What follows belongs to an exercise in optimizing a design on an open flow for small area and a short achievable clock period; a production flow would make more cautious choices. Only simulation tests tie the RTL to the original design; equivalence was not proved. Power figures rest on the tool's default switching activity, not on a simulated workload.

### flow/flow/run.sh
#!/bin/bash
# Layout flow: the standard layout (standard.sh, ORFS), with
# - the pins of the combinational input-to-output path placed next to each
#   other (flow/io_group.tcl, run just before ORFS places the pins);
# - plain buffers (buf_2) as the port buffers, which the resizer then sizes,
#   instead of the delay cells buffer_ports picks by default.
set -euo pipefail
here=$(pwd)
cts="-sink_clustering_enable -repair_clock_nets -sink_clustering_size 20 -sink_clustering_max_diameter 50 -buf_list sky130_fd_sc_hd__clkbuf_8 -dont_use_dummy_load"
bash standard.sh finish \
	PRE_IO_PLACEMENT_TCL="$here/flow/io_group.tcl" \
	CTS_ARGS="$cts" \
	BUFFER_PORTS_ARGS="-inputs -outputs -buffer_cell sky130_fd_sc_hd__buf_2" \
	> "$here/standard.log" 2>&1
### flow/flow/io_group.tcl
# The only input-to-output path, ctrl and output_ctrl to data_out_valid,
# is purely combinational; keep its five pins next to each other so that
# their port buffers and the gate between them sit together.
set_io_pin_constraint -group -order -pin_names {ctrl[0] ctrl[1] ctrl[2] output_ctrl data_out_valid}
### flow/standard.sh
#!/bin/bash
# synth_recipe.tcl (not shown) runs the flow's synth.tcl, then flattens the netlist and writes it again
# the make line also repeats each setting of config.mk as NAME=value (left out here)
make -C /OpenROAD-flow-scripts/flow DESIGN_CONFIG=/design/flow/config.mk WORK_HOME=/design/flow/orfs CLKGATE_MAP_FILE= SYNTH_SCRIPT=/design/flow/synth_recipe.tcl "${@:-finish}"
### flow/config.mk
export PLATFORM = sky130hd
export DESIGN_NAME = neuron_pe
export DESIGN_NICKNAME = neuron_pe
export VERILOG_FILES = /design/flow/design.v
export SDC_FILE = /design/flow/constraint.sdc
export NUM_CORES = 4
export LEC_CHECK = 0
export CAP_MARGIN = 0
export CORE_MARGIN = 2
export CORE_UTILIZATION = 40
export CTS_BUF_LIST = sky130_fd_sc_hd__clkbuf_8
export CTS_CLUSTER_DIAMETER = 50
export CTS_CLUSTER_SIZE = 20
export SETUP_SLACK_MARGIN = 4.5
export SLEW_MARGIN = 0
export TNS_END_PERCENT = 1
### flow/constraint.sdc
create_clock -name core_clock -period 8.0 [get_ports {clock}]
set_input_delay 1.6000 -clock core_clock [delete_from_list [all_inputs] [get_ports {clock}]]
set_output_delay 1.6000 -clock core_clock [all_outputs]
set_load 0.01 [all_outputs]
### flow/design.v
package neuron_pe_pkg;
	typedef logic signed [32-1:0] pe_word_t;
	typedef logic [$clog2(16)-1:0] wgt_idx_t;
	typedef logic [$clog2(8)-1:0]  in_idx_t;
	typedef logic [$clog2(4)-1:0] out_idx_t;
	typedef logic [2-1:0] pe_cnt_t;
	typedef enum logic [2:0] {
		op_idle    = 3'd0,
		op_load    = 3'd1,
		op_ma      = 3'd2,
		op_mab     = 3'd3,
		op_nop     = 3'd4,
		op_bias    = 3'd5,
		op_act     = 3'd6,
		op_act_clr = 3'd7
	} pe_op_t;
	typedef struct packed {
		pe_op_t op;
		pe_op_t held;
		logic   issue;
		logic   commit;
	} pe_step_t;
endpackage
module op_sequencer
(
	input  logic     clock,
	input  logic     reset,
	input  neuron_pe_pkg::pe_op_t   ctrl,
	output neuron_pe_pkg::pe_step_t step,
	output neuron_pe_pkg::pe_cnt_t  cnt
);
	logic    timed;
	assign timed = !(ctrl == neuron_pe_pkg::op_load || ctrl == neuron_pe_pkg::op_nop);
	always_ff @(posedge clock)
	begin
		if (reset || !timed)
			cnt <= '0;
		else
			cnt <= cnt + neuron_pe_pkg::pe_cnt_t'(1);
	end
	always_ff @(posedge clock)
	begin
		if (step.issue)
			step.held <= ctrl;
	end
	assign step.op     = ctrl;
	assign step.issue  = timed && (cnt == '0);
	assign step.commit = (cnt == neuron_pe_pkg::pe_cnt_t'(3)) && !reset;
endmodule
module weight_store
(
	input  logic     clock,
	input  logic     reset,
	input  neuron_pe_pkg::pe_op_t   ctrl,
	input  neuron_pe_pkg::pe_word_t data_in,
	input  neuron_pe_pkg::pe_step_t step,
	input  neuron_pe_pkg::pe_cnt_t  cnt,
	output logic [7:0] wbyte
);
	neuron_pe_pkg::pe_word_t mem [16];
	neuron_pe_pkg::wgt_idx_t wr_ptr;
	neuron_pe_pkg::wgt_idx_t wr_ptr_nxt;
	logic [16-1:0] rd_hot;
	logic     full;
	logic     load_en;
	logic     is_mult;
	logic     adv;
	neuron_pe_pkg::pe_word_t cur;
	assign load_en = (ctrl == neuron_pe_pkg::op_load) && !full;
	assign is_mult = (step.op == neuron_pe_pkg::op_ma || step.op == neuron_pe_pkg::op_mab || step.op == neuron_pe_pkg::op_bias);
	assign adv     = step.commit && (step.held == neuron_pe_pkg::op_ma || step.held == neuron_pe_pkg::op_mab || step.held == neuron_pe_pkg::op_bias);
	assign wr_ptr_nxt = wr_ptr + neuron_pe_pkg::wgt_idx_t'(1);
	always_ff @(posedge clock)
	begin
		if (reset)
		begin
			wr_ptr <= '0;
			rd_hot <= 16'(1);
			full   <= 1'b0;
		end
		else
		begin
			if (load_en)
			begin
				wr_ptr <= wr_ptr_nxt;
				if (rd_hot[wr_ptr_nxt])
					full <= 1'b1;
			end
			if (adv)
			begin
				rd_hot <= {rd_hot[16-2:0], rd_hot[16-1]};
			end
		end
	end
	always_ff @(posedge clock)
	begin
		if (load_en)
			mem[wr_ptr] <= data_in;
	end
	always_comb
	begin
		cur = '0;
		for (int i = 0; i < 16; i++)
			cur = cur | (mem[i] & {32{rd_hot[i]}});
	end
	always_ff @(posedge clock)
	begin
		if (reset || !is_mult)
			wbyte <= '0;
		else
			wbyte <= cur[8*cnt +: 8];
	end
endmodule
module input_buffer
(
	input  logic     clock,
	input  logic     reset,
	input  neuron_pe_pkg::pe_word_t mul_a,
	input  neuron_pe_pkg::pe_step_t step,
	output neuron_pe_pkg::pe_word_t replay
);
	typedef logic [8-1:0] hot_t;
	neuron_pe_pkg::pe_word_t mem [8];
	neuron_pe_pkg::in_idx_t wr_ptr;
	neuron_pe_pkg::in_idx_t wr_ptr_nxt;
	hot_t    wr_dec;
	hot_t    rd_hot;
	neuron_pe_pkg::in_idx_t start_ptr;
	hot_t    start_dec;
	logic    full;
	logic    rec_en;
	always_ff @(posedge clock)
	begin
		rec_en <= step.issue && (step.op == neuron_pe_pkg::op_ma) && !full;
	end
	assign wr_ptr_nxt = wr_ptr + neuron_pe_pkg::in_idx_t'(1);
	assign wr_dec     = hot_t'(1) << wr_ptr;
	assign start_dec  = hot_t'(1) << start_ptr;
	always_ff @(posedge clock)
	begin
		if (reset)
		begin
			wr_ptr    <= '0;
			rd_hot    <= hot_t'(1);
			start_ptr <= '0;
			full      <= 1'b0;
		end
		else if (step.commit)
		begin
			case (step.held)
				neuron_pe_pkg::op_ma:
				begin
					if (!full)
					begin
						wr_ptr <= wr_ptr_nxt;
						if (rd_hot[wr_ptr_nxt])
							full <= 1'b1;
					end
				end
				neuron_pe_pkg::op_mab:
					rd_hot <= {rd_hot[8-2:0], rd_hot[8-1]};
				neuron_pe_pkg::op_act:
					rd_hot <= start_dec;
				neuron_pe_pkg::op_act_clr:
				begin
					rd_hot    <= wr_dec;
					start_ptr <= wr_ptr;
					full      <= 1'b0;
				end
				default:
				begin
				end
			endcase
		end
	end
	always_ff @(posedge clock)
	begin
		for (int i = 0; i < 8; i++)
			if (rec_en && wr_ptr == i)
				mem[i] <= mul_a;
	end
	always_comb
	begin
		replay = '0;
		for (int i = 0; i < 8; i++)
			replay = replay | (mem[i] & {32{rd_hot[i]}});
	end
endmodule
module mac_unit
(
	input  logic     clock,
	input  logic     reset,
	input  neuron_pe_pkg::pe_word_t data_in,
	input  logic [7:0] wbyte,
	input  neuron_pe_pkg::pe_word_t replay,
	input  neuron_pe_pkg::pe_step_t step,
	output neuron_pe_pkg::pe_word_t acc,
	output neuron_pe_pkg::pe_word_t opnd
);
	typedef logic [31:0] w32_t;
	w32_t mul_a;
	w32_t acc_s;
	w32_t acc_c;
	logic is_act;
	assign is_act = (step.held == neuron_pe_pkg::op_act || step.held == neuron_pe_pkg::op_act_clr);
	always_ff @(posedge clock)
	begin
		if (step.issue)
		begin
			case (step.op)
				neuron_pe_pkg::op_ma:   mul_a <= data_in;
				neuron_pe_pkg::op_mab:  mul_a <= replay;
				neuron_pe_pkg::op_bias: mul_a <= 32'd1;
				default:                mul_a <= '0;
			endcase
		end
		else
			mul_a <= {mul_a[23:0], 8'd0};
	end
	w32_t r0 [10];
	w32_t r1 [7];
	w32_t r2 [5];
	w32_t r3 [4];
	w32_t r4 [3];
	w32_t nxt_s;
	w32_t nxt_c;
	assign r0[0] = acc_s;
	assign r0[1] = acc_c;
	genvar j;
	generate
		for (j = 0; j < 8; j++)
		begin : g_pp
			assign r0[2 + j] = (mul_a << j) & {32{wbyte[j]}};
		end
	endgenerate
	assign r1[0] = r0[0] ^ r0[1] ^ r0[2];
	assign r1[1] = ((r0[0] & r0[1]) | (r0[0] & r0[2]) | (r0[1] & r0[2])) << 1;
	assign r1[2] = r0[3] ^ r0[4] ^ r0[5];
	assign r1[3] = ((r0[3] & r0[4]) | (r0[3] & r0[5]) | (r0[4] & r0[5])) << 1;
	assign r1[4] = r0[6] ^ r0[7] ^ r0[8];
	assign r1[5] = ((r0[6] & r0[7]) | (r0[6] & r0[8]) | (r0[7] & r0[8])) << 1;
	assign r1[6] = r0[9];
	assign r2[0] = r1[0] ^ r1[1] ^ r1[2];
	assign r2[1] = ((r1[0] & r1[1]) | (r1[0] & r1[2]) | (r1[1] & r1[2])) << 1;
	assign r2[2] = r1[3] ^ r1[4] ^ r1[5];
	assign r2[3] = ((r1[3] & r1[4]) | (r1[3] & r1[5]) | (r1[4] & r1[5])) << 1;
	assign r2[4] = r1[6];
	assign r3[0] = r2[0] ^ r2[1] ^ r2[2];
	assign r3[1] = ((r2[0] & r2[1]) | (r2[0] & r2[2]) | (r2[1] & r2[2])) << 1;
	assign r3[2] = r2[3];
	assign r3[3] = r2[4];
	assign r4[0] = r3[0] ^ r3[1] ^ r3[2];
	assign r4[1] = ((r3[0] & r3[1]) | (r3[0] & r3[2]) | (r3[1] & r3[2])) << 1;
	assign r4[2] = r3[3];
	assign nxt_s = r4[0] ^ r4[1] ^ r4[2];
	assign nxt_c = ((r4[0] & r4[1]) | (r4[0] & r4[2]) | (r4[1] & r4[2])) << 1;
	always_ff @(posedge clock)
	begin
		if (reset || (step.commit && is_act))
		begin
			acc_s <= '0;
			acc_c <= '0;
		end
		else
		begin
			acc_s <= nxt_s;
			acc_c <= nxt_c;
		end
	end
	logic [31:0] bk_g [6];
	logic [31:0] bk_p [6];
	logic [31:0] bk_c;
	always_comb
	begin
		bk_g[0] = acc_s & acc_c;
		bk_p[0] = acc_s ^ acc_c;
		for (int l = 1; l <= 5; l++)
		begin
			bk_g[l] = bk_g[l-1];
			bk_p[l] = bk_p[l-1];
			for (int i = 0; i < 32; i++)
				if ((i % (1 << l)) == (1 << l) - 1)
				begin
					bk_g[l][i] = bk_g[l-1][i] | (bk_p[l-1][i] & bk_g[l-1][i - (1 << (l-1))]);
					bk_p[l][i] = bk_p[l-1][i] & bk_p[l-1][i - (1 << (l-1))];
				end
		end
		bk_c = bk_g[5];
		for (int l = 4; l >= 1; l--)
			for (int i = 0; i < 32; i++)
				if ((i % (1 << l)) == (1 << (l-1)) - 1 && i >= (1 << l))
					bk_c[i] = bk_g[l-1][i] | (bk_p[l-1][i] & bk_c[i - (1 << (l-1))]);
		for (int i = 2; i < 32; i += 2)
			bk_c[i] = bk_g[0][i] | (bk_p[0][i] & bk_c[i-1]);
	end
	assign acc = bk_p[0] ^ {bk_c[30:0], 1'b0};
	assign opnd = mul_a;
endmodule
module output_buffer
(
	input  logic     clock,
	input  logic     reset,
	input  neuron_pe_pkg::pe_step_t step,
	input  logic     output_ctrl,
	input  neuron_pe_pkg::pe_word_t acc,
	output neuron_pe_pkg::pe_word_t data_out
);
	neuron_pe_pkg::pe_word_t mem [4];
	neuron_pe_pkg::out_idx_t wr_ptr;
	neuron_pe_pkg::out_idx_t wr_ptr_nxt;
	logic [4-1:0] rd_hot;
	logic     full;
	logic     push;
	logic     pop;
	assign push = step.commit && (step.held == neuron_pe_pkg::op_act || step.held == neuron_pe_pkg::op_act_clr) && !full;
	assign pop  = step.commit && (step.held == neuron_pe_pkg::op_idle) && output_ctrl;
	assign wr_ptr_nxt = wr_ptr + neuron_pe_pkg::out_idx_t'(1);
	always_ff @(posedge clock)
	begin
		if (reset)
		begin
			wr_ptr <= '0;
			rd_hot <= 4'(1);
			full   <= 1'b0;
		end
		else
		begin
			if (push)
			begin
				wr_ptr <= wr_ptr_nxt;
				if (rd_hot[wr_ptr_nxt])
					full <= 1'b1;
			end
			if (pop)
				rd_hot <= {rd_hot[4-2:0], rd_hot[4-1]};
		end
	end
	always_ff @(posedge clock)
	begin
		if (push)
			mem[wr_ptr] <= acc;
	end
	always_comb
	begin
		data_out = '0;
		for (int i = 0; i < 4; i++)
			data_out = data_out | (mem[i] & {32{rd_hot[i]}});
	end
endmodule
module neuron_pe
(
	input  logic     clock,
	input  logic     reset,
	input  logic [2:0]  ctrl,
	input  logic        output_ctrl,
	input  logic [31:0] data_in,
	output logic [31:0] data_out,
	output logic     data_out_valid
);
	neuron_pe_pkg::pe_op_t   ctrl_op;
	neuron_pe_pkg::pe_step_t step;
	neuron_pe_pkg::pe_cnt_t  cnt;
	logic [7:0]              wbyte;
	neuron_pe_pkg::pe_word_t replay;
	neuron_pe_pkg::pe_word_t acc;
	neuron_pe_pkg::pe_word_t opnd;
	assign ctrl_op = neuron_pe_pkg::pe_op_t'(ctrl);
	assign data_out_valid = output_ctrl && (ctrl_op == neuron_pe_pkg::op_idle);
	op_sequencer i_op_sequencer (
		.clock (clock),
		.reset (reset),
		.ctrl  (ctrl_op),
		.step  (step),
		.cnt   (cnt)
	);
	weight_store i_weight_store (
		.clock   (clock),
		.reset   (reset),
		.ctrl    (ctrl_op),
		.data_in (data_in),
		.step    (step),
		.cnt     (cnt),
		.wbyte   (wbyte)
	);
	input_buffer i_input_buffer (
		.clock   (clock),
		.reset   (reset),
		.mul_a   (opnd),
		.step    (step),
		.replay  (replay)
	);
	mac_unit i_mac_unit (
		.clock   (clock),
		.reset   (reset),
		.data_in (data_in),
		.wbyte   (wbyte),
		.replay  (replay),
		.step    (step),
		.acc     (acc),
		.opnd    (opnd)
	);
	output_buffer i_output_buffer (
		.clock       (clock),
		.reset       (reset),
		.step        (step),
		.output_ctrl (output_ctrl),
		.acc         (acc),
		.data_out    (data_out)
	);
endmodule
==> results of run 1 <==
-- per-stage QoR --
stage	utilization, %	hold WS, ps
finish	43.7	471
global route	43.7	495
CTS	43.6	473
detailed placement	42.3	456
global placement	42.3	448
floorplan	-	427
-- power by group through the flow --
stage | sequential (uW) | clock, uW | combinational [uW]
after global placement | 6120 | 0 | 331
after floorplan | 6080 | 0 | 187
after detailed placement | 6120 | 0 | 338
after CTS | 6000 | 2820 | 344
final | 6000 | 2750 | 349
after global routing | 6000 | 3000 | 385
-- area by class of cell --
type                            instances  area [um2]  share of cell area, %
Tap cell                             1488        1860                   3.84
Multi-Input combinational cell       1574       13800                   28.4
Timing Repair Buffer                  143         966                   1.99
Antenna cell                            5        12.5                 0.0258
Clock buffer                           98        1350                   2.78
Inverter                              158         593                   1.22
Sequential cell                      1044       30000                   61.8
-- final timing paths --
kind                                     to                      start  depth (start not counted)  slack, ps
setup / recovery             data_out_valid                    ctrl[1]                          3       4290
hold / removal    i_output_buffer.rd_hot[0]  i_output_buffer.rd_hot[0]                          1        470
setup reg to reg       i_mac_unit.acc_s[28]    i_weight_store.wbyte[6]                         10       4360
hold reg to reg   i_output_buffer.rd_hot[0]  i_output_buffer.rd_hot[0]                          1        470
-- worst max-delay path, stage by stage --
cell and delay [ps]:
buf_12 100, nor4b_4 240, buf_2 160
-- registers in the layout (all words and copies together) (netlist names) --
| signal | count |
|---|---|
| i_input_buffer.rd_hot | 8 |
| i_output_buffer.rd_hot | 4 |
| i_weight_store.full | 1 |
| i_input_buffer.mem | 256 |
| i_weight_store.mem | 512 |
| i_weight_store.wbyte | 8 |
| i_mac_unit.acc_s | 32 |
| i_input_buffer.rec_en | 1 |
| i_output_buffer.full | 1 |
| i_weight_store.rd_hot | 16 |
| i_output_buffer.wr_ptr | 2 |
| i_output_buffer.mem | 128 |
| i_input_buffer.wr_ptr | 3 |
| i_op_sequencer.step | 3 |
| i_op_sequencer.cnt | 2 |
| i_mac_unit.acc_c | 27 |
| i_mac_unit.mul_a | 32 |
| i_input_buffer.full | 1 |
| i_weight_store.wr_ptr | 4 |
| i_input_buffer.start_ptr | 3 |
-- cells by family after synthesis --
logic type               after synthesis  share of synthesized area (%)
flip-flops                          1044                           66.7
AND/OR/NAND/NOR                      611                           6.84
AO/OA/AOI/OAI                        610                           10.1
buffers and inverters                328                           3.04
adder cells (fa/ha/maj)              281                           11.6
XOR/XNOR                              38                          0.742
multiplexers                          34                          0.985
-- cell usage after synthesis (all sizes together) (41+ instances only) --
master  count
inv       158
nand2     130
ha         56
nor2      154
a22oi     331
buf        74
clkbuf     96
fa        225
dfxtp     145
and2      213
edfxtp    899
a31oi      41
a21oi      63
-- layer usage --
| layer | wire length [um] | track usage [%] |
|---|---|---|
| met2 | 55700 | 32.8 |
| met1 | 50400 | 28.9 |
| met5 | 0 | 0 |
| met4 | 2580 | 5.31 |
| met3 | 9140 | 3.70 |
-- repair_timing --
action / in CTS / in global routing
gates resized for setup: 36 / 27
gates cloned: 0 / 0
setup buffers: 3 / 4
setup endpoints to repair: 85 / 86
pin swaps: 1 / 5
==> flow_metrics.env, run 1 <==
export IMPL_antenna_left=0
export IMPL_grt_pass1_vias=26700
export IMPL_globalplace_congestion=0.796
export IMPL_areaGrowthSynthToFinish_pct=8.22
export IMPL_power_clock_fraction_pct=30.3
export IMPL_drive_gt1_share_pct=11.2
export IMPL_synth_nets=3265
export IMPL_dp_slack_ps=3890
export IMPL_slew_viol_final=0
export IMPL_cts_buffers=98
export IMPL_drt_iter0_drc=2628
export IMPL_final_common_cell="edfxtp_1"
export IMPL_gr_total_overflow=0
export IMPL_ys_types=60
export IMPL_tightest_slew_ps=1250
export IMPL_syn_area_um2=44800
export IMPL_synth_top_cell_by_area="edfxtp_1"
export IMPL_synth_enable_flop_cells=899
export IMPL_drv_cap=0
export IMPL_syn_area_per_cell_um2=15.2
export IMPL_max_freq_mhz=270
export IMPL_crit_fanout=2
export IMPL_cts_root_buf="clkbuf_8"
export IMPL_leakage_uw=0.0158
export IMPL_cts_htree_levels=3
export IMPL_status="complete, no violations"
export IMPL_cts_buffer_depth=3
export IMPL_grt_max_degree=51
export IMPL_via_per_inst=5.72
export IMPL_cts_tree="done"
export IMPL_crit_type="in -> out"
export IMPL_power_density_nw_per_um2=187
export IMPL_ir_worst_vdd_mv=0.113
export IMPL_start_kind="input port"
export IMPL_slew_headroom_pct=14.4
export IMPL_place_area_um2=47000
export IMPL_rsz0062_at_grt="yes"
export IMPL_drt_pass1_iterations=6
export IMPL_fin_setup_tns_ps=0
export IMPL_clk_pin_slew_worst_paths_ps=70
export IMPL_synth_flop_cell="edfxtp_1"
export IMPL_die_w_um=339
export IMPL_num_vias=25800
export IMPL_seq_power_share_pct=65.9
export IMPL_finalPower_uw=9100
export IMPL_track_usage_pct=20.5
export IMPL_final_cells=4510
export IMPL_arrival_ps=2110
export IMPL_rows=122
export IMPL_start_util_pct=40.4
export IMPL_setup_violations=0
export IMPL_wl_per_cell_um=26.1
export IMPL_die_y_um=339
export IMPL_n_fill_cell=9868
export IMPL_hold_class="reg -> reg"
export IMPL_synthTopCellsByArea="edfxtp_1 60%, fa_1 10%, dfxtp_1 6.5%, a22oi_1 5.5%, and2_1 3.0%"
export IMPL_pin_count=71
export IMPL_core_um2=111000
export IMPL_ys_ff_latch=1044
export IMPL_power_share_combinational_pct=3.8
export IMPL_dp_hpwl_um=68000
export IMPL_worstSetupEndpointType="output port"
export IMPL_postCtsHoldBufs=0
export IMPL_dieArea_um2=115000
export IMPL_layout_common_cells="899 x edfxtp_1, 331 x a22oi_1, 224 x fa_1"
export IMPL_fin_nets=3338
export IMPL_p_switching_uw=1980
export IMPL_drc_errors=0
export IMPL_ys_async_sr_fraction_pct=0
export IMPL_switching_share_pct=21.8
export IMPL_grt_pass1_wl_um=175000
export IMPL_synth_top_cell_area_share_pct=60.2
export IMPL_placedCellCount=4400
export IMPL_yosysWarnings=16
export IMPL_wl_um=118000
export IMPL_fin_crit_ps=3710
export IMPL_syn_inst=2946
export IMPL_skew_ps=161
export IMPL_yosysSeqAreaShare_pct=66.7
export IMPL_insertion_delay_ps=820
export IMPL_clkSinkCount=1044
export IMPL_finalHoldViolations=0
export IMPL_stdcell_area_um2=48500
export IMPL_antenna_found_initial=7
export IMPL_critical_path_required_ps=6400
export IMPL_fin_ws_ps=4290
export IMPL_fin_crit_sh_pct=46.4
export IMPL_numPortBuffers=70
export IMPL_internal_power_uw=7120
==> run 2: changes to the inputs <==
--- a/flow/config.mk
+++ b/flow/config.mk
@@ -12,4 +12,5 @@
 export CTS_CLUSTER_DIAMETER = 50
 export CTS_CLUSTER_SIZE = 20
+export PLACE_DENSITY = 0.75
 export SETUP_SLACK_MARGIN = 4.5
 export SLEW_MARGIN = 0
==> run 2 against run 1 <==
Still clean on timing, DRC and antenna. Worst hold slack got worse by 33 ps. Clock power down 7%. First-iteration DRC count increased by 37%.
==> flow_metrics.env, run 2 <==
export IMPL_cts_root_buf="clkbuf_8"
export IMPL_start_util_pct=40.4
export IMPL_drc_errors=0
export IMPL_status="complete, no violations"
export IMPL_largest_reg_flops=512
export IMPL_whs_ps=437
export IMPL_critical_path_required_ps=8610
export IMPL_fin_setup_tns_ps=0
export IMPL_slew_viol_final=0
export IMPL_fin_nets=3319
export IMPL_yosysSeqAreaShare_pct=66.7
export IMPL_dp_hpwl_um=66300
export IMPL_ys_ff_latch=1044
export IMPL_postCtsHoldBufs=0
export IMPL_grt_pass1_wl_um=168000
export IMPL_arrival_ps=4340
export IMPL_crit_fanout=17
export IMPL_syn_area_um2=44800
export IMPL_layout_common_cells="899 x edfxtp_1, 331 x a22oi_1, 224 x fa_1"
export IMPL_ir_worst_vdd_mv=0.121
export IMPL_setup_violations=0
export IMPL_tightest_slew_ps=1340
export IMPL_pin_count=71
export IMPL_start_kind="flop"
export IMPL_ys_types=60
export IMPL_ys_async_sr_fraction_pct=0
export IMPL_fin_crit_sh_pct=46.6
export IMPL_cts_buffers=85
export IMPL_yosysWarnings=16
export IMPL_grt_pass1_vias=27100
export IMPL_clk_pin_slew_worst_paths_ps=100
export IMPL_r2r_start="i_mac_unit.mul_a[8]"
export IMPL_synthAdderAreaFrac_pct=11.6
export IMPL_antenna_left=0
export IMPL_die_y_um=339
export IMPL_fin_crit_ps=3730
export IMPL_muxShareOfSynthArea_pct=0.985
export IMPL_max_freq_mhz=268
export IMPL_power_density_nw_per_um2=184
export IMPL_via_per_inst=5.83
export IMPL_cts_buffer_depth=3
export IMPL_num_vias=26200
export IMPL_drt_iter0_drc=3592
export IMPL_numPortBuffers=70
export IMPL_crit_type="reg -> reg"
export IMPL_fin_util_pct=43.5
export IMPL_reg_top3="i_weight_store.mem (512), i_input_buffer.mem (256), i_output_buffer.mem (128)"
export IMPL_synth_top_cell_area_share_pct=60.2
export IMPL_hold_class="reg -> reg"
export IMPL_syn_inst=2946
export IMPL_drive_gt1_share_pct=10.4
export IMPL_reg2reg_depth=8
export IMPL_synth_top_cell_by_area="edfxtp_1"
export IMPL_regMostFlops="i_weight_store.mem"
export IMPL_yosysMostFrequentCell="edfxtp_1"
export IMPL_synth_simple_area_share_pct=6.84
export IMPL_track_usage_pct=19.3
export IMPL_wl_per_cell_um=24.9
export IMPL_synth_nets=3265
export IMPL_finalPower_uw=8890
export IMPL_ff2ff_setup_slack_ps=4270
export IMPL_globalplace_congestion=0.814
export IMPL_synth_enable_flop_cells=899
export IMPL_core_um2=111000
export IMPL_cts_tree="done"
export IMPL_rows=122
export IMPL_synth_compound_area_share_pct=10.1
export IMPL_finalHoldViolations=0
export IMPL_drt_pass1_iterations=7
export IMPL_die_w_um=339
export IMPL_dieArea_um2=115000
export IMPL_gr_total_overflow=0
export IMPL_rsz0062_at_grt="yes"
export IMPL_worstSetupEndpointType="flop"
export IMPL_synthTopCellsByArea="edfxtp_1 60%, fa_1 10%, dfxtp_1 6.5%, a22oi_1 5.5%, and2_1 3.0%"
export IMPL_cts_htree_levels=3
export IMPL_cp_startpoint="i_mac_unit.mul_a[8]"
export IMPL_synth_top_family_by_area="adder cells"
export IMPL_wl_um=112000
export IMPL_clkSinkCount=1044
export IMPL_drv_cap=0
export IMPL_final_common_cell="edfxtp_1"
export IMPL_syn_area_per_cell_um2=15.2
export IMPL_synth_commonest_cells="899 x edfxtp_1, 331 x a22oi_1, 225 x fa_1"
export IMPL_endpoint="i_mac_unit.acc_s[12]"
export IMPL_r2r_end="i_mac_unit.acc_s[12]"
export IMPL_antenna_found_initial=10
export IMPL_synth_flop_cell="edfxtp_1"
export IMPL_synthXorXnorAreaFrac_pct=0.742
export IMPL_slew_headroom_pct=10.2
export IMPL_skew_ps=100
export IMPL_grt_max_degree=51
export IMPL_areaGrowthSynthToFinish_pct=7.76
export IMPL_leakage_uw=0.0157
export IMPL_insertion_delay_ps=750
## run 2: cell count changes in the layout (fill, tap and decap cells not counted), sizes merged
cell    change
buf         -7
clkbuf     -12
## run 2: critical path, cell delays in order (launching register included)
cell and delay, ps:
dfxtp_1 800, and2_1 240, fa_1 430, fa_1 510
inv_1 50, fa_1 570, fa_1 460, fa_1 520
nor2_1 50
## run 2: worst min-delay path by stage
stage,endpoint,startpoint,cells after the start,slack [ps]
after floorplan,i_input_buffer.rec_en,i_input_buffer.full,1,430
after global placement,i_input_buffer.rec_en,i_input_buffer.full,1,460
after detailed placement,i_input_buffer.rec_en,i_input_buffer.full,1,450
after CTS,i_input_buffer.rec_en,i_input_buffer.full,1,440
after global routing,i_input_buffer.rec_en,i_input_buffer.full,1,490
final,i_input_buffer.rec_en,i_input_buffer.full,1,440
## run 2: where the power goes
| group | leakage (uW) | internal, uW | switching [uW] |
|---|---|---|---|
| sequential | 0.00938 | 5930 | 65.7 |
| combinational | 0.00567 | 105 | 239 |
| clock | 0.000611 | 949 | 1600 |
## run 2: metrics by stage
| stage | cells | area, um2 | worst slack (ps) |
|---|---|---|---|
| 2_1_floorplan | 2946 | 44900 | 4280 |
| 3_3_place_gp | 4392 | 46900 | 3700 |
| 3_5_place_dp | 4392 | 46900 | 3620 |
| 4_1_cts | 4480 | 48200 | 4300 |
| 5_1_grt | 4488 | 48300 | 4200 |
| 6_report | 4491 | 48300 | 4270 |
## run 2: metal layers
layer | GRT usage, % | share of wire, %
met1 | 26.6 | 39
met4 | 5.58 | 2.5
met2 | 31.4 | 48
met5 | 0 | 0.027
met3 | 3.31 | 11
## run 2: cell type report
type | count | area, um2
sequential | 1044 | 30000
fill | 9625 | 62600
tap | 1488 | 1860
multi-input combinational | 1574 | 13800
timing repair buffer | 137 | 962
inverter | 158 | 593
clock buffer | 85 | 1170
antenna | 5 | 12.5
## run 2: repair_timing
item / 4_1_cts / 5_1_grt
gates resized for setup: 36 / 22
pin swaps: 1 / 9
gates cloned: 0 / 1
setup buffers: 3 / 5
endpoints found under the setup margin: 100 / 172
## run 2: kinds of logic after synthesis
| logic type | Yosys count |
|---|---|
| adder cells (fa/ha/maj) | 281 |
| AO/OA/AOI/OAI | 610 |
| buffers and inverters | 328 |
| flip-flops | 1044 |
| XOR/XNOR | 38 |
| AND/OR/NAND/NOR | 611 |
| multiplexers | 34 |
==> run 3: changes to the inputs <==
--- a/flow/config.mk
+++ b/flow/config.mk
@@ -12,5 +12,5 @@
 export CTS_CLUSTER_DIAMETER = 50
 export CTS_CLUSTER_SIZE = 20
-export PLACE_DENSITY = 0.75
+export GPL_TIMING_DRIVEN = 0
 export SETUP_SLACK_MARGIN = 4.5
 export SLEW_MARGIN = 0
==> run 3 against run 2 <==
Now fails the layout checks on capacitance limit, slew limit. Worst hold slack better by 69 ps. Core utilization up 1.3 points. Synthesized cell count unchanged. First-iteration DRC count down 4.0%. Clock skew up 41 ps. Cell count up 3.9%. Setup slack worse by 29 ps. Largest power group unchanged.
==> flow_metrics.env, run 3 <==
export IMPL_synth_top_cell_area_share_pct=60.2
export IMPL_wl_met1_um=53600
export IMPL_leakage_uw=0.0164
export IMPL_grt_pass1_wl_um=191000
export IMPL_grt_pass1_vias=27200
export IMPL_synth_commonest_cells="899 x edfxtp_1, 331 x a22oi_1, 225 x fa_1"
export IMPL_clk_pin_slew_worst_paths_ps=70
export IMPL_syn_inst=2946
export IMPL_wl_um=132000
export IMPL_ys_types=60
export IMPL_cpPeakStageDelay_ps=250
export IMPL_synth_simple_area_share_pct=6.84
export IMPL_n_fill_cell=9914
export IMPL_power_density_nw_per_um2=184
export IMPL_wl_met3_um=11900
export IMPL_track_usage_pct=22.9
export IMPL_grt_max_degree=33
export IMPL_highest_layer="met5"
export IMPL_rsz0062_at_grt="yes"
export IMPL_crit_type="in -> out"
export IMPL_cts_buffers=98
export IMPL_crit_fanout=7
export IMPL_status="complete, but fails checks"
export IMPL_start_kind="input port"
export IMPL_ir_worst_vdd_mv=0.127
export IMPL_syn_area_per_cell_um2=15.2
export IMPL_antenna_left=0
export IMPL_synth_nets=3265
export IMPL_critical_path_required_ps=6400
export IMPL_numPortBuffers=70
export IMPL_synthTopCellsByArea="edfxtp_1 60%, fa_1 10%, dfxtp_1 6.5%, a22oi_1 5.5%, and2_1 3.0%"
export IMPL_worstSetupEndpointType="output port"
export IMPL_num_vias=26900
export IMPL_cp_num_buf_inv=2
export IMPL_start_util_pct=40.4
export IMPL_drv_cap=2
export IMPL_crit_chain="buf_6, nor4b_2, buf_2"
export IMPL_multi_input_area_um2=13800
export IMPL_dp_hpwl_um=86400
export IMPL_finalHoldViolations=0
export IMPL_yosysSeqAreaShare_pct=66.7
export IMPL_fin_nets=3489
export IMPL_regArea_um2=30000
export IMPL_yosysWarnings=16
export IMPL_cts_root_buf="clkbuf_8"
export IMPL_ys_ff_latch=1044
export IMPL_muxShareOfSynthArea_pct=0.985
export IMPL_arrival_ps=2160
export IMPL_drc_errors=0
export IMPL_gr_total_overflow=0
export IMPL_yosysMostFrequentCell="edfxtp_1"
export IMPL_synthAdderAreaFrac_pct=11.6
export IMPL_cts_tree="done"
export IMPL_insertion_delay_ps=840
export IMPL_synth_flop_cell="edfxtp_1"
export IMPL_fin_crit_ps=3760
export IMPL_dieArea_um2=115000
export IMPL_drt_iter0_drc=3447
export IMPL_slowest_stage="nor4b_2"
export IMPL_syn_area_um2=44800
export IMPL_globalplace_congestion=0.836
export IMPL_largest_reg_flops=512
export IMPL_violations="capacitance limit, slew limit"
export IMPL_synth_enable_flop_cells=899
export IMPL_max_freq_mhz=266
export IMPL_whs_ps=506
export IMPL_drive_gt1_share_pct=12.8
export IMPL_fin_setup_tns_ps=0
export IMPL_pin_count=71
export IMPL_layout_common_cells="899 x edfxtp_1, 331 x a22oi_1, 223 x fa_1"
export IMPL_antenna_found_initial=14
export IMPL_regMostFlops="i_weight_store.mem"
export IMPL_setup_violations=0
export IMPL_ys_async_sr_fraction_pct=0
export IMPL_crit_family="buffers and inverters"
export IMPL_synthXorXnorAreaFrac_pct=0.742
export IMPL_wl_per_cell_um=28.2
export IMPL_slew_viol_final=3
export IMPL_fin_crit_sh_pct=47.0
export IMPL_skew_ps=141
export IMPL_synth_compound_area_share_pct=10.1
export IMPL_reg_top3="i_weight_store.mem (512), i_input_buffer.mem (256), i_output_buffer.mem (128)"
export IMPL_hold_class="reg -> reg"
export IMPL_areaGrowthSynthToFinish_pct=11.0
export IMPL_drt_pass1_iterations=7
export IMPL_cts_buffer_depth=3
export IMPL_tightest_slew_ps=1580
export IMPL_via_per_inst=5.77
export IMPL_rows=122
export IMPL_cts_htree_levels=3
export IMPL_clkSinkCount=1044
export IMPL_slew_headroom_pct=-8.15
export IMPL_synth_top_cell_by_area="edfxtp_1"
export IMPL_die_w_um=339
export IMPL_wl_met2_um=61700
export IMPL_core_um2=111000
export IMPL_die_y_um=339
export IMPL_final_common_cell="edfxtp_1"
export IMPL_synth_top_family_by_area="adder cells"
run 3: cell families after synthesis:
group | count (synthesis)
buf+inv | 328
mux | 34
fa+ha+maj | 281
flops | 1044
xor+xnor | 38
simple gates | 611
compound gates | 610
run 3: layout make-up:
type | count | share of cell area (%)
flip-flops and latches | 1044 | 60.2
multi-input cells | 1574 | 27.7
well taps | 1488 | 3.74
clock buffers | 98 | 2.71
repair buffers | 124 | 2.52
plain buffers | 170 | 1.89
inverters | 158 | 1.19
diodes | 10 | 0.0503
run 3: final timing paths:
check,startpoint,to,slack (ps),cells after the start
hold reg to reg,i_output_buffer.full,i_output_buffer.full,510,2
setup / recovery,ctrl[2],data_out_valid,4240,3
setup reg to reg,i_weight_store.wbyte[3],i_mac_unit.acc_s[8],4250,11
hold / removal,i_output_buffer.full,i_output_buffer.full,510,2
run 3: timing repair:
action | 4_1_cts | 5_1_grt
resized for setup | 107 | 10
pin swaps | 14 | 8
gates cloned | 2 | 0
setup buffers | 21 | 0
endpoints found under the hold margin | 0 | 0
hold buffers | 0 | 0
setup endpoints to repair | 88 | 86
run 3: report_power, final:
part | switching, uW | total (uW) | internal, uW | leakage [uW]
logic | 282 | 405 | 123 | 0.00632
clock network | 1700 | 2780 | 1080 | 0.000705
registers | 62.3 | 5990 | 5930 | 0.00937
run 3: tightest hold or removal path, cell delays in order (launching register included):
cell	delay, ps
dfxtp_1	350
a31oi_1	50
nor2_1	70
run 3: routing by layer:
| layer | up-vias | global-route usage (%) |
|---|---|---|
| met1 | 14000 | 31.3 |
| met3 | 251 | 4.40 |
| met4 | 2 | 7.74 |
| met2 | 1297 | 36.7 |
| li1 | 11400 | - |
| met5 | - | 0 |
run 3: stage by stage:
step / setup WS, ps / area, um2 / cells / util (%) / power, uW
after floorplan: 4280 / 44900 / 2946 / - / 6270
after global placement: 2830 / 47200 / 4504 / 42.5 / 6470
after detailed placement: 3320 / 47900 / 4535 / 43.2 / 6490
after CTS: 4240 / 49700 / 4656 / 44.8 / 9200
after global routing: 4160 / 49800 / 4661 / 44.8 / 9430
final: 4240 / 49800 / 4666 / 44.9 / 9180
==> run 4: changes to the inputs <==
--- a/flow/config.mk
+++ b/flow/config.mk
@@ -12,6 +12,5 @@
 export CTS_CLUSTER_DIAMETER = 50
 export CTS_CLUSTER_SIZE = 20
-export GPL_TIMING_DRIVEN = 0
-export SETUP_SLACK_MARGIN = 4.5
+export SETUP_SLACK_MARGIN = 4.35
 export SLEW_MARGIN = 0
 export TNS_END_PERCENT = 1
==> run 4 against run 3 <==
Now clean on timing, DRC and antenna. Total power is 1.3% lower. Sequential power hardly changed. Cell count is 3.7% lower. Core utilization is 1.3 points lower. Wire length is 11% lower. Worst hold slack worse by 53 ps. Die area stayed put. Combinational power is 15% lower. Sequential cell count stayed put. Register-to-register slack better by 80 ps. Critical endpoint unchanged. Largest cell class unchanged. Highest routed layer is now met4.
==> flow_metrics.env, run 4 <==
export IMPL_drv_cap=0
export IMPL_grt_max_degree=51
export IMPL_yosysWarnings=16
export IMPL_cts_tree="done"
export IMPL_reg_top3="i_weight_store.mem (512), i_input_buffer.mem (256), i_output_buffer.mem (128)"
export IMPL_yosysSeqAreaShare_pct=66.7
export IMPL_cts_htree_levels=3
export IMPL_syn_area_um2=44800
export IMPL_crit_type="in -> out"
export IMPL_placedCellCount=4395
export IMPL_yosysMostFrequentCell="edfxtp_1"
export IMPL_syn_inst=2946
export IMPL_numPortBuffers=70
export IMPL_final_common_cell="edfxtp_1"
export IMPL_multi_input_area_um2=13800
export IMPL_core_um2=111000
export IMPL_antenna_found_initial=7
export IMPL_layout_common_cells="899 x edfxtp_1, 331 x a22oi_1, 224 x fa_1"
export IMPL_tightest_slew_ps=1280
export IMPL_drt_iter0_drc=2800
export IMPL_rsz0062_at_grt="yes"
export IMPL_worstSetupEndpointType="output port"
export IMPL_ff2ff_setup_slack_ps=4330
export IMPL_synth_top_cell_by_area="edfxtp_1"
export IMPL_globalplace_congestion=0.777
export IMPL_synthTopCellsByArea="edfxtp_1 60%, fa_1 10%, dfxtp_1 6.5%, a22oi_1 5.5%, and2_1 3.0%"
export IMPL_place_area_um2=46900
export IMPL_crit_chain="buf_4, nor4b_2, buf_2"
export IMPL_wl_um=117000
export IMPL_areaGrowthSynthToFinish_pct=7.85
export IMPL_syn_area_per_cell_um2=15.2
export IMPL_finalHoldViolations=0
export IMPL_wl_per_cell_um=26.0
export IMPL_start_kind="input port"
export IMPL_grt_pass1_wl_um=175000
export IMPL_max_freq_mhz=268
export IMPL_fin_nets=3324
export IMPL_fin_setup_tns_ps=0
export IMPL_start_util_pct=40.4
export IMPL_synth_commonest_cells="899 x edfxtp_1, 331 x a22oi_1, 225 x fa_1"
export IMPL_synth_top_cell_area_share_pct=60.2
export IMPL_slew_viol_final=0
export IMPL_slew_headroom_pct=14.3
export IMPL_setup_violations=0
export IMPL_fin_crit_ps=3730
export IMPL_largest_reg_flops=512
export IMPL_n_fill_cell=9921
export IMPL_synth_flop_cell="edfxtp_1"
export IMPL_track_usage_pct=20.4
export IMPL_stdcell_area_um2=48400
export IMPL_skew_ps=124
export IMPL_hold_class="reg -> reg"
export IMPL_dp_hpwl_um=68600
export IMPL_crit_fanout=10
export IMPL_via_per_inst=5.71
export IMPL_ys_ff_latch=1044
export IMPL_drt_pass1_iterations=5
export IMPL_regMostFlops="i_weight_store.mem"
export IMPL_clkSinkCount=1044
export IMPL_status="complete, no violations"
export IMPL_die_y_um=339
export IMPL_antenna_left=0
export IMPL_pin_count=71
export IMPL_gr_total_overflow=0
export IMPL_drc_errors=0
export IMPL_insertion_delay_ps=810
export IMPL_rows=122
export IMPL_cts_buffer_depth=3
export IMPL_synth_nets=3265
export IMPL_power_density_nw_per_um2=187
export IMPL_clk_pin_slew_worst_paths_ps=80
export IMPL_final_cells=4494
export IMPL_drive_gt1_share_pct=10.6
export IMPL_ys_types=60
export IMPL_critical_path_required_ps=6400
export IMPL_slowest_stage="nor4b_2"
export IMPL_ys_async_sr_fraction_pct=0
export IMPL_regArea_um2=30000
export IMPL_grt_pass1_vias=26600
export IMPL_cts_root_buf="clkbuf_8"
export IMPL_fin_crit_sh_pct=46.6
export IMPL_die_w_um=339
export IMPL_num_vias=25700
export IMPL_synth_enable_flop_cells=899
export IMPL_ir_worst_vdd_mv=0.124
export IMPL_leakage_uw=0.0157
export IMPL_dieArea_um2=115000
export IMPL_cpPeakStageDelay_ps=210
export IMPL_cts_buffers=95
export IMPL_arrival_ps=2130
run 4: cell counts after synthesis:
No cell type changed its count.
run 4: what timing repair did:
| action | 4_1_cts | 5_1_grt |
|---|---|---|
| setup endpoints to repair | 51 | 57 |
| gates resized for setup | 38 | 10 |
| pin swaps | 4 | 1 |
| buffers inserted | 1 | 0 |
| gates cloned | 0 | 0 |
| hold buffers | 0 | 0 |
run 4: final cells by class:
cell class / count / share of cell area, %
inverters: 158 / 1.23
clock buffers: 95 / 2.70
well taps: 1488 / 3.85
diodes: 3 / 0.0155
repair buffers: 132 / 1.80
flip-flops and latches: 1044 / 61.9
multi-input cells: 1574 / 28.5
run 4: metal layers:
metal,global-route usage (%),share of wire (%)
met3,3.40,8.8
met2,32.2,47
met1,29.7,43
met5,0,0
met4,4.48,1.8
run 4: power by group:
group / switching [uW] / internal, uW / leakage, uW
clock: 1670 / 1050 / 0.000683
sequential: 61.8 / 5930 / 0.00937
combinational: 246 / 100 / 0.00562
total: 1980 / 7080 / 0.0157
run 4: path summary, 6_finish.rpt:
path                           startpoint                    end  depth (start not counted)
setup / recovery                  ctrl[0]         data_out_valid                          3
hold / removal        i_input_buffer.full  i_input_buffer.rec_en                          1
setup reg to reg  i_weight_store.wbyte[5]   i_mac_unit.acc_s[31]                         14
hold reg to reg       i_input_buffer.full  i_input_buffer.rec_en                          1
run 4: worst max-delay path, delay by kind of cell:
kind                   cells  cell delay, ps
buffers and inverters      2             320
AND/OR/NAND/NOR            1             210
run 4: through the flow:
stage / setup slack (ps) / util, % / power [uW] / hold slack, ps
floorplan: 3840 / - / 6270 / 427
global placement: 3580 / 42.3 / 6450 / 466
detailed placement: 3560 / 42.3 / 6460 / 475
CTS: 4260 / 43.6 / 9110 / 458
global route: 4170 / 43.6 / 9340 / 483
finish: 4270 / 43.6 / 9060 / 453
run 4: logic make-up (layout without fill, tap and decap cells):
logic type / count (synthesis) / in the layout / share of synthesized area, %
other: 0 / 3 / 0
flip-flops: 1044 / 1044 / 66.7
AO/OA/AOI/OAI: 610 / 610 / 10.1
adder cells (fa/ha/maj): 281 / 281 / 11.6
AND/OR/NAND/NOR: 611 / 611 / 6.84
multiplexers: 34 / 34 / 0.985
XOR/XNOR: 38 / 38 / 0.742
buffers and inverters: 328 / 385 / 3.04
==> run 5: changes to the inputs <==
--- a/flow/config.mk
+++ b/flow/config.mk
@@ -6,5 +6,5 @@
 export NUM_CORES = 4
 export LEC_CHECK = 0
-export CAP_MARGIN = 0
+export CAP_MARGIN = 20
 export CORE_MARGIN = 2
 export CORE_UTILIZATION = 40
@@ -12,5 +12,5 @@
 export CTS_CLUSTER_DIAMETER = 50
 export CTS_CLUSTER_SIZE = 20
-export SETUP_SLACK_MARGIN = 4.35
-export SLEW_MARGIN = 0
-export TNS_END_PERCENT = 1
+export SETUP_SLACK_MARGIN = 4.5
+export SLEW_MARGIN = 20
+export TNS_END_PERCENT = 0
==> run 5 against run 4 <==
Wire length down 1.0%. Still clean on timing, DRC and antenna. Sequential share of layout area down 0.21 points. Clock power up 3%. Highest routed layer is now met5.
==> flow_metrics.env, run 5 <==
export IMPL_core_um2=111000
export IMPL_drt_pass1_iterations=8
export IMPL_final_cells=4507
export IMPL_fin_crit_sh_pct=47.1
export IMPL_cpPeakStageDelay_ps=250
export IMPL_syn_area_um2=44800
export IMPL_ir_worst_vdd_mv=0.129
export IMPL_regMostFlops="i_weight_store.mem"
export IMPL_die_y_um=339
export IMPL_crit_type="in -> out"
export IMPL_drv_cap=0
export IMPL_slew_viol_final=0
export IMPL_drive_gt1_share_pct=10.9
export IMPL_die_w_um=339
export IMPL_antenna_found_initial=8
export IMPL_areaGrowthSynthToFinish_pct=8.21
export IMPL_multi_input_area_um2=13800
export IMPL_grt_pass1_wl_um=172000
export IMPL_n_fill_cell=9942
export IMPL_largest_reg_flops=512
export IMPL_crit_fanout=10
export IMPL_gr_total_overflow=0
export IMPL_start_kind="input port"
export IMPL_ys_types=60
export IMPL_grt_max_degree=51
export IMPL_status="complete, no violations"
export IMPL_fin_crit_ps=3770
export IMPL_leakage_uw=0.0158
export IMPL_start_util_pct=40.4
export IMPL_fin_setup_tns_ps=0
export IMPL_arrival_ps=2170
export IMPL_cts_htree_levels=3
export IMPL_globalplace_congestion=0.775
export IMPL_cts_buffer_depth=3
export IMPL_track_usage_pct=20.1
export IMPL_syn_area_per_cell_um2=15.2
export IMPL_power_density_nw_per_um2=188
export IMPL_grt_pass1_vias=26200
export IMPL_placedCellCount=4400
export IMPL_yosysWarnings=16
export IMPL_via_per_inst=5.68
export IMPL_tightest_slew_ps=1130
export IMPL_synth_nets=3265
export IMPL_cts_root_buf="clkbuf_8"
export IMPL_final_common_cell="edfxtp_1"
export IMPL_drc_errors=0
export IMPL_synth_top_cell_area_share_pct=60.2
export IMPL_wl_um=116000
export IMPL_slowest_stage="nor4b_4"
export IMPL_clkSinkCount=1044
export IMPL_synth_flop_cell="edfxtp_1"
export IMPL_synth_commonest_cells="899 x edfxtp_1, 331 x a22oi_1, 225 x fa_1"
export IMPL_rsz0062_at_grt="yes"
export IMPL_finalHoldViolations=0
export IMPL_skew_ps=146
export IMPL_drt_iter0_drc=2738
export IMPL_cts_tree="done"
export IMPL_yosysSeqAreaShare_pct=66.7
export IMPL_layout_common_cells="899 x edfxtp_1, 331 x a22oi_1, 223 x fa_1"
export IMPL_synth_top_cell_by_area="edfxtp_1"
export IMPL_hold_class="reg -> reg"
export IMPL_dieArea_um2=115000
export IMPL_rows=122
export IMPL_ys_async_sr_fraction_pct=0
export IMPL_yosysMostFrequentCell="edfxtp_1"
export IMPL_reg_top3="i_weight_store.mem (512), i_input_buffer.mem (256), i_output_buffer.mem (128)"
export IMPL_worstSetupEndpointType="output port"
export IMPL_dp_hpwl_um=68200
export IMPL_ys_ff_latch=1044
export IMPL_syn_inst=2946
export IMPL_synthTopCellsByArea="edfxtp_1 60%, fa_1 10%, dfxtp_1 6.5%, a22oi_1 5.5%, and2_1 3.0%"
export IMPL_fin_util_pct=43.7
export IMPL_num_vias=25600
export IMPL_critical_path_required_ps=6400
export IMPL_wl_per_cell_um=25.6
export IMPL_crit_chain="buf_4, nor4b_4, buf_2"
export IMPL_clk_pin_slew_worst_paths_ps=70
export IMPL_numPortBuffers=70
export IMPL_setup_violations=0
export IMPL_synth_enable_flop_cells=899
export IMPL_cts_buffers=101
export IMPL_antenna_left=0
export IMPL_regArea_um2=30000
export IMPL_slew_headroom_pct=24.9
export IMPL_max_freq_mhz=265
export IMPL_fin_nets=3337
export IMPL_pin_count=71
export IMPL_insertion_delay_ps=830
## run 5: critical path, delay by kind of cell
kind          cells  cell delay, ps
simple gates      1             250
buf+inv           2             320
## run 5: final timing paths
| check | endpoint | slack (ps) | startpoint | cells after the start |
|---|---|---|---|---|
| hold / removal | i_input_buffer.rec_en | 460 | i_input_buffer.full | 1 |
| setup reg to reg | i_mac_unit.acc_s[16] | 4310 | i_mac_unit.mul_a[11] | 8 |
| setup / recovery | data_out_valid | 4230 | ctrl[0] | 3 |
| hold reg to reg | i_input_buffer.rec_en | 460 | i_input_buffer.full | 1 |
## run 5: final cells by class
class                           instances  share of cell area, %
Sequential cell                      1044                   61.7
Multi-Input combinational cell       1574                   28.4
Tap cell                             1488                   3.84
Clock buffer                          101                   2.86
Timing Repair Buffer                  139                   1.94
Inverter                              158                   1.22
Antenna cell                            3                 0.0155
## run 5: what timing repair did
item                                    4_1_cts  5_1_grt
buffers inserted                              1        0
hold buffers                                  0        0
pin swaps                                     1        6
resized for setup                             1       46
cloned                                        0        0
endpoints found under the setup margin      381      650
## run 5: power breakdown
| group | switching, uW | internal, uW |
|---|---|---|
| logic | 246 | 100 |
| registers | 62.9 | 5930 |
| clock network | 1680 | 1110 |
| total | 1980 | 7150 |
## run 5: logic make-up after synthesis
group,count (synthesis),synth area share (%)
compound gates,610,10.1
xor+xnor,38,0.742
fa+ha+maj,281,11.6
buf+inv,328,3.04
flops,1044,66.7
mux,34,0.985
simple gates,611,6.84
## run 5: layer usage
layer / track usage (%) / share of wire (%)
met5: 0 / 0.010
met2: 31.6 / 47
met1: 28.5 / 42
met3: 4.08 / 8.8
met4: 5.56 / 2.3
## run 5: stage by stage
step           cell area [um2]  setup slack, ps  hold slack (ps)  power [uW]
6_report                 48500             4230              463        9130
3_5_place_dp             47000             3260              455        6460
2_1_floorplan            44900             4280              427        6270
5_1_grt                  48500             4170              498        9410
4_1_cts                  48400             4100              465        9190
3_3_place_gp             47000             3230              458        6460
==> run 6: changes to the inputs <==
--- a/flow/flow/run.sh
+++ b/flow/flow/run.sh
@@ -7,5 +7,5 @@
 set -euo pipefail
 here=$(pwd)
-cts="-sink_clustering_enable -repair_clock_nets -sink_clustering_size 20 -sink_clustering_max_diameter 50 -buf_list sky130_fd_sc_hd__clkbuf_8 -dont_use_dummy_load"
+cts="-sink_clustering_enable -repair_clock_nets -sink_clustering_size 32 -sink_clustering_max_diameter 50 -buf_list sky130_fd_sc_hd__clkbuf_16 -dont_use_dummy_load"
 bash standard.sh finish \
 	PRE_IO_PLACEMENT_TCL="$here/flow/io_group.tcl" \
--- a/flow/config.mk
+++ b/flow/config.mk
@@ -14,3 +14,3 @@
 export SETUP_SLACK_MARGIN = 4.5
 export SLEW_MARGIN = 20
-export TNS_END_PERCENT = 0
+export TNS_END_PERCENT = 1
==> run 6 against run 5 <==
Count of clock-buffer cells in the layout decreased by 3. Non-clock buffer count rose by 19. Clock power rose by 42%. Total power increased by 13%. Critical path type unchanged. Cell count grew 0.31%. Clock skew decreased by 20 ps. Still clean on timing, DRC and antenna. Synthesized cell count did not move. Worst hold slack improved by 5.8 ps. Setup slack improved by 63 ps. Sequential power hardly changed.
==> flow_metrics.env, run 6 <==
export IMPL_dp_slack_ps=3890
export IMPL_syn_area_um2=44800
export IMPL_wl_per_cell_um=26.2
export IMPL_core_um2=111000
export IMPL_largest_reg_flops=512
export IMPL_yosysWarnings=16
export IMPL_cts_root_buf="clkbuf_16"
export IMPL_ys_async_sr_fraction_pct=0
export IMPL_arrival_ps=2110
export IMPL_syn_inst=2946
export IMPL_yosysSeqAreaShare_pct=66.7
export IMPL_yosysMostFrequentCell="edfxtp_1"
export IMPL_drt_iter0_drc=2626
export IMPL_critical_path_required_ps=6400
export IMPL_areaGrowthSynthToFinish_pct=11.1
export IMPL_drv_cap=0
export IMPL_crit_type="in -> out"
export IMPL_status="complete, no violations"
export IMPL_num_vias=25800
export IMPL_crit_fanout=2
export IMPL_fin_setup_tns_ps=0
export IMPL_reg2reg_depth=10
export IMPL_ff2ff_setup_slack_ps=4360
export IMPL_start_kind="input port"
export IMPL_globalplace_congestion=0.796
export IMPL_start_util_pct=40.4
export IMPL_cts_buffers=98
export IMPL_cts_buffer_depth=3
export IMPL_final_cells=4521
export IMPL_gr_total_overflow=0
export IMPL_r2r_start="i_mac_unit.mul_a[24]"
export IMPL_postCtsHoldBufs=0
export IMPL_cts_tree="done"
export IMPL_ys_types=60
export IMPL_setup_violations=0
export IMPL_track_usage_pct=20.5
export IMPL_rsz0062_at_grt="yes"
export IMPL_cp_startpoint="ctrl[1]"
export IMPL_fin_nets=3353
export IMPL_synth_commonest_cells="899 x edfxtp_1, 331 x a22oi_1, 225 x fa_1"
export IMPL_layout_common_cells="899 x edfxtp_1, 331 x a22oi_1, 224 x fa_1"
export IMPL_grt_pass1_wl_um=175000
export IMPL_grt_pass1_vias=26600
export IMPL_max_freq_mhz=270
export IMPL_slew_headroom_pct=21.9
export IMPL_final_common_cell="edfxtp_1"
export IMPL_wl_um=118000
export IMPL_finalHoldViolations=0
export IMPL_numPortBuffers=70
export IMPL_drt_pass1_iterations=6
export IMPL_synthTopCellsByArea="edfxtp_1 60%, fa_1 10%, dfxtp_1 6.5%, a22oi_1 5.5%, and2_1 3.0%"
export IMPL_rows=122
export IMPL_antenna_found_initial=5
export IMPL_cts_htree_levels=3
export IMPL_synth_flop_cell="edfxtp_1"
export IMPL_slew_viol_final=0
export IMPL_power_density_nw_per_um2=207
export IMPL_drc_errors=0
export IMPL_pin_count=71
export IMPL_dieArea_um2=115000
export IMPL_dp_hpwl_um=68000
export IMPL_n_fill_cell=9707
export IMPL_placedCellCount=4400
export IMPL_tightest_slew_ps=1140
export IMPL_hold_class="reg -> reg"
export IMPL_r2r_end="i_mac_unit.acc_s[28]"
export IMPL_synth_enable_flop_cells=899
export IMPL_fin_crit_sh_pct=46.4
export IMPL_die_w_um=339
export IMPL_fin_ws_ps=4290
export IMPL_ir_worst_vdd_mv=0.143
export IMPL_skew_ps=126
export IMPL_synth_nets=3265
export IMPL_fin_util_pct=44.9
export IMPL_die_y_um=339
export IMPL_leakage_uw=0.0164
export IMPL_finalPower_uw=10300
export IMPL_antenna_left=0
export IMPL_syn_area_per_cell_um2=15.2
export IMPL_reg_top3="i_weight_store.mem (512), i_input_buffer.mem (256), i_output_buffer.mem (128)"
export IMPL_drive_gt1_share_pct=11.7
export IMPL_fin_crit_ps=3710
export IMPL_insertion_delay_ps=720
export IMPL_via_per_inst=5.71
export IMPL_ys_ff_latch=1044
export IMPL_endpoint="data_out_valid"
export IMPL_synth_top_cell_by_area="edfxtp_1"
export IMPL_grt_max_degree=51
export IMPL_clk_pin_slew_worst_paths_ps=50
export IMPL_regMostFlops="i_weight_store.mem"
export IMPL_synth_top_cell_area_share_pct=60.2
export IMPL_clkSinkCount=1044
export IMPL_worstSetupEndpointType="output port"
run 6: cell count changes in the layout (fill, tap and decap cells not counted), moves of 4 or more:
cell,previous run,this run
clkbuf_8,101,0
dfxtp_4,4,11
buf_4,62,79
clkbuf_16,0,100
dfxtp_1,102,92
buf_12,3,7
run 6: worst min path at each step:
stage / from / endpoint / cells past startpoint
finish: i_output_buffer.rd_hot[0] / i_output_buffer.rd_hot[0] / 1
global route: i_output_buffer.rd_hot[0] / i_output_buffer.rd_hot[0] / 1
CTS: i_output_buffer.rd_hot[0] / i_output_buffer.rd_hot[0] / 1
detailed placement: i_output_buffer.rd_hot[0] / i_output_buffer.rd_hot[0] / 1
global placement: i_output_buffer.rd_hot[0] / i_output_buffer.rd_hot[0] / 1
floorplan: i_input_buffer.full / i_input_buffer.rec_en / 1
run 6: area by class of cell:
cell class / count / area [um2] / area share, %
Clock buffer: 98 / 2450 / 4.92
Sequential cell: 1044 / 30000 / 60.2
Multi-Input combinational cell: 1574 / 13800 / 27.6
Tap cell: 1488 / 1860 / 3.74
Antenna cell: 1 / 2.50 / 0.00502
Inverter: 158 / 593 / 1.19
Timing Repair Buffer: 158 / 1150 / 2.31
run 6: cells by family after synthesis:
group | count (synthesis) | synth area share [%]
flops | 1044 | 66.7
simple gates | 611 | 6.84
compound gates | 610 | 10.1
buf+inv | 328 | 3.04
fa+ha+maj | 281 | 11.6
xor+xnor | 38 | 0.742
mux | 34 | 0.985
run 6: metrics by stage:
stage | instance area, um2 | hold WS, ps
finish | 49800 | 469
global route | 49800 | 490
CTS | 49500 | 469
detailed placement | 47000 | 456
global placement | 47000 | 448
floorplan | 44900 | 427
run 6: what timing repair did:
action | CTS | global route
cloned | 0 | 2
endpoints found under the setup margin | 53 | 125
setup buffers | 1 | 17
gates resized for setup | 40 | 33
pin swaps | 1 | 8
run 6: power by group:
group / switching (uW) / leakage [uW] / internal, uW
clock network: 1820 / 0.00121 / 2130
registers: 67.6 / 0.00938 / 5940
logic: 248 / 0.00579 / 113
run 6: worst max-delay path, stage by stage:
cell     delay [ps]
buf_12          100
nor4b_4         250
buf_2           160
run 6: per-layer routing:
metal / global-route usage (%) / share of wire [%] / vias to the layer above / routed length, um
met2: 32.7 / 47 / 1047 / 55500
met1: 29.0 / 43 / 13500 / 50500
met4: 5.44 / 2.2 / 0 / 2610
li1: - / - / 11100 / -
met5: 0 / 0 / - / 0
met3: 3.92 / 8.2 / 156 / 9730
==> run 7: changes to the inputs <==
--- a/flow/flow/run.sh
+++ b/flow/flow/run.sh
@@ -7,5 +7,5 @@
 set -euo pipefail
 here=$(pwd)
-cts="-sink_clustering_enable -repair_clock_nets -sink_clustering_size 32 -sink_clustering_max_diameter 50 -buf_list sky130_fd_sc_hd__clkbuf_16 -dont_use_dummy_load"
+cts="-sink_clustering_enable -repair_clock_nets -sink_clustering_size 12 -sink_clustering_max_diameter 35 -buf_list {sky130_fd_sc_hd__clkbuf_4 sky130_fd_sc_hd__clkbuf_8} -dont_use_dummy_load"
 bash standard.sh finish \
 	PRE_IO_PLACEMENT_TCL="$here/flow/io_group.tcl" \
==> run 7 against run 6 <==
Design area down 0.67%. Global-route usage up 0.18 points. Clock skew down 0.84 ps. Wire length up 0.50%. Largest power group unchanged. Critical endpoint unchanged. Total power down 4.3%. Largest cell class unchanged. Worst hold slack worse by 5.9 ps. Synthesized cell count unchanged. Sequential cell count unchanged. Non-clock buffer count down 4. Via count up 1.2%.
==> flow_metrics.env, run 7 <==
export IMPL_status="complete, no violations"
export IMPL_final_common_cell="edfxtp_1"
export IMPL_grt_pass1_vias=27200
export IMPL_largest_reg_flops=512
export IMPL_synth_nets=3265
export IMPL_gr_total_overflow=0
export IMPL_syn_area_per_cell_um2=15.2
export IMPL_reg2reg_depth=10
export IMPL_holdPathStages=1
export IMPL_synth_enable_flop_cells=899
export IMPL_wl_um=119000
export IMPL_pin_count=71
export IMPL_rsz0062_at_grt="yes"
export IMPL_cts_root_buf="clkbuf_8"
export IMPL_skew_ps=125
export IMPL_synth_top_cell_by_area="edfxtp_1"
export IMPL_cp_startpoint="ctrl[1]"
export IMPL_syn_inst=2946
export IMPL_grt_pass1_wl_um=176000
export IMPL_drt_pass1_iterations=7
export IMPL_synth_flop_cell="edfxtp_1"
export IMPL_syn_area_um2=44800
export IMPL_rows=122
export IMPL_leakage_uw=0.0163
export IMPL_place_area_um2=47000
export IMPL_stdcell_area_um2=49500
export IMPL_clk_pin_slew_worst_paths_ps=30
export IMPL_power_clock_fraction_pct=35.5
export IMPL_antenna_found_initial=7
export IMPL_regMostFlops="i_weight_store.mem"
export IMPL_r2r_end="i_mac_unit.acc_s[27]"
export IMPL_grt_max_degree=51
export IMPL_ys_types=60
export IMPL_slew_viol_final=0
export IMPL_drive_gt1_share_pct=13.4
export IMPL_drv_cap=0
export IMPL_r2r_start="i_weight_store.wbyte[5]"
export IMPL_slew_headroom_pct=27.7
export IMPL_yosysMostFrequentCell="edfxtp_1"
export IMPL_synth_commonest_cells="899 x edfxtp_1, 331 x a22oi_1, 225 x fa_1"
export IMPL_critical_path_required_ps=6400
export IMPL_numPortBuffers=70
export IMPL_finalHoldViolations=0
export IMPL_internal_power_uw=7750
export IMPL_layout_common_cells="899 x edfxtp_1, 331 x a22oi_1, 223 x fa_1"
export IMPL_switching_share_pct=21.5
export IMPL_p_switching_uw=2120
export IMPL_crit_fanout=2
export IMPL_worstSetupEndpointType="output port"
export IMPL_core_um2=111000
export IMPL_cts_tree="done"
export IMPL_arrival_ps=2110
export IMPL_seq_power_share_pct=60.9
export IMPL_fin_crit_ps=3710
export IMPL_cts_buffer_depth=3
export IMPL_setup_violations=0
export IMPL_fin_nets=3406
export IMPL_die_w_um=339
export IMPL_ys_ff_latch=1044
export IMPL_power_share_combinational_pct=3.6
export IMPL_finalPower_uw=9870
export IMPL_die_y_um=339
export IMPL_holdCritStartpoint="i_output_buffer.rd_hot[0]"
export IMPL_crit_type="in -> out"
export IMPL_start_kind="input port"
export IMPL_num_vias=26200
export IMPL_yosysWarnings=16
export IMPL_start_util_pct=40.4
export IMPL_globalplace_congestion=0.796
export IMPL_track_usage_pct=20.7
export IMPL_tightest_slew_ps=1080
export IMPL_areaGrowthSynthToFinish_pct=10.4
export IMPL_ir_worst_vdd_mv=0.162
export IMPL_reg_top3="i_weight_store.mem (512), i_input_buffer.mem (256), i_output_buffer.mem (128)"
export IMPL_hold_end="i_output_buffer.rd_hot[0]"
export IMPL_synth_top_cell_area_share_pct=60.2
export IMPL_power_density_nw_per_um2=199
export IMPL_antenna_left=0
export IMPL_via_per_inst=5.72
export IMPL_dp_hpwl_um=68000
export IMPL_insertion_delay_ps=860
export IMPL_ys_async_sr_fraction_pct=0
export IMPL_fin_setup_tns_ps=0
export IMPL_ff2ff_setup_slack_ps=4370
export IMPL_synthTopCellsByArea="edfxtp_1 60%, fa_1 10%, dfxtp_1 6.5%, a22oi_1 5.5%, and2_1 3.0%"
export IMPL_drt_iter0_drc=2621
export IMPL_dieArea_um2=115000
export IMPL_yosysSeqAreaShare_pct=66.7
export IMPL_clkSinkCount=1044
export IMPL_fin_crit_sh_pct=46.4
export IMPL_cts_htree_levels=4
export IMPL_max_freq_mhz=270
export IMPL_wl_per_cell_um=26.0
export IMPL_drc_errors=0
export IMPL_cts_buffers=155
export IMPL_hold_class="reg -> reg"
run 7: cell counts after synthesis:
Identical to the previous run, type by type.
run 7: final cells by class:
class / instances / area (um2)
flip-flops and latches: 1044 / 30000
clock buffers: 155 / 2130
diodes: 1 / 2.50
fillers: 9777 / 61500
multi-input cells: 1574 / 13800
well taps: 1488 / 1860
repair buffers: 154 / 1140
inverters: 158 / 593
run 7: worst max-delay path, stage by stage:
cell and delay, ps:
buf_12 100, nor4b_4 240, buf_2 160
run 7: how the worst max path moves through the flow:
| stage | to | cells after the start |
|---|---|---|
| after floorplan | data_out_valid | 2 |
| after global placement | i_mac_unit.acc_s[31] | 13 |
| after detailed placement | i_mac_unit.acc_s[31] | 13 |
| after CTS | data_out_valid | 3 |
| after global routing | i_mac_unit.acc_s[31] | 14 |
| final | data_out_valid | 3 |
run 7: repair_timing:
action | in CTS | in global routing
hold endpoints to repair | 0 | 0
setup buffers | 1 | 13
gates resized for setup | 45 | 30
hold buffers | 0 | 0
gates cloned | 0 | 2
endpoints found under the setup margin | 86 | 83
pin swaps | 2 | 12
run 7: kinds of logic (layout without fill, tap and decap cells):
group / count (synthesis) / count (layout) / share of synthesized area, %
AO/OA/AOI/OAI: 610 / 610 / 10.1
XOR/XNOR: 38 / 38 / 0.742
adder cells (fa/ha/maj): 281 / 281 / 11.6
buffers and inverters: 328 / 467 / 3.04
flip-flops: 1044 / 1044 / 66.7
multiplexers: 34 / 34 / 0.985
other: 0 / 1 / 0
AND/OR/NAND/NOR: 611 / 611 / 6.84
run 7: stage by stage:
stage | setup slack [ps] | hold slack (ps) | utilization [%] | std cells
CTS | 4280 | 464 | 44.4 | 4556
global placement | 3900 | 448 | 42.3 | 4400
detailed placement | 3890 | 456 | 42.3 | 4400
finish | 4290 | 463 | 44.6 | 4574
floorplan | 4280 | 427 | - | 2946
global route | 4260 | 485 | 44.6 | 4574
run 7: power groups by stage:
| stage | logic [uW] | clock network, uW | registers (uW) |
|---|---|---|---|
| CTS | 342 | 3590 | 6010 |
| detailed placement | 338 | 0 | 6120 |
| global route | 396 | 3790 | 6010 |
| global placement | 331 | 0 | 6120 |
| finish | 359 | 3500 | 6010 |
| floorplan | 187 | 0 | 6080 |
run 7: per-layer routing:
metal | global-route usage [%] | part of all wire (%) | routed length [um]
met3 | 4.21 | 8.4 | 10000
met1 | 28.7 | 42 | 50000
met2 | 32.7 | 47 | 55700
met4 | 6.72 | 2.7 | 3260
met5 | 0 | 0 | 0

## separate check: timing with driven ports
The results above use ideal ports. As a check the final layouts listed here were re-extracted and re-timed, cells and wires unchanged. Step 1: set_driving_cell puts a clkbuf_16 on clock and a buf_2 on each other input, an assumption about the parent block. Step 2 adds t to the input delays and takes it off the output delays; t is the mean of the earliest and latest rising clock arrival at the registers after step 1. Input paths then give back, and output paths get back, about the clock's delay inside the block. Three values: ideal ports, drivers, drivers and shift; two values: the first two.
run | shift t [ns] | setup slack, ns | worst setup path after step 2 | worst register clock-pin slew, ns | cell pins on the clock port's net
run 1 | 0.804 | 4.291 / 4.243 / 3.787 | input to register | 0.11 / 0.11 | 1
run 2 | 0.755 | 4.271 / 4.270 / 3.777 | input to register | 0.12 / 0.12 | 1
run 3 | 0.833 | 4.242 / 4.203 / 4.015 | input to register | 0.12 / 0.12 | 1
run 4 | 0.807 | 4.273 / 4.241 / 3.763 | input to register | 0.12 / 0.12 | 1
run 5 | 0.818 | 4.228 / 4.207 / 3.759 | input to register | 0.11 / 0.11 | 1
run 6 | 0.726 | 4.291 / 4.243 / 3.771 | input to register | 0.08 / 0.08 | 1
run 7 | 0.866 | 4.291 / 4.243 / 3.766 | input to register | 0.08 / 0.08 | 1
For run 7, which loses most, drivers alone change the setup slack by -0.048 ns; drivers and shift together by -0.525 ns.
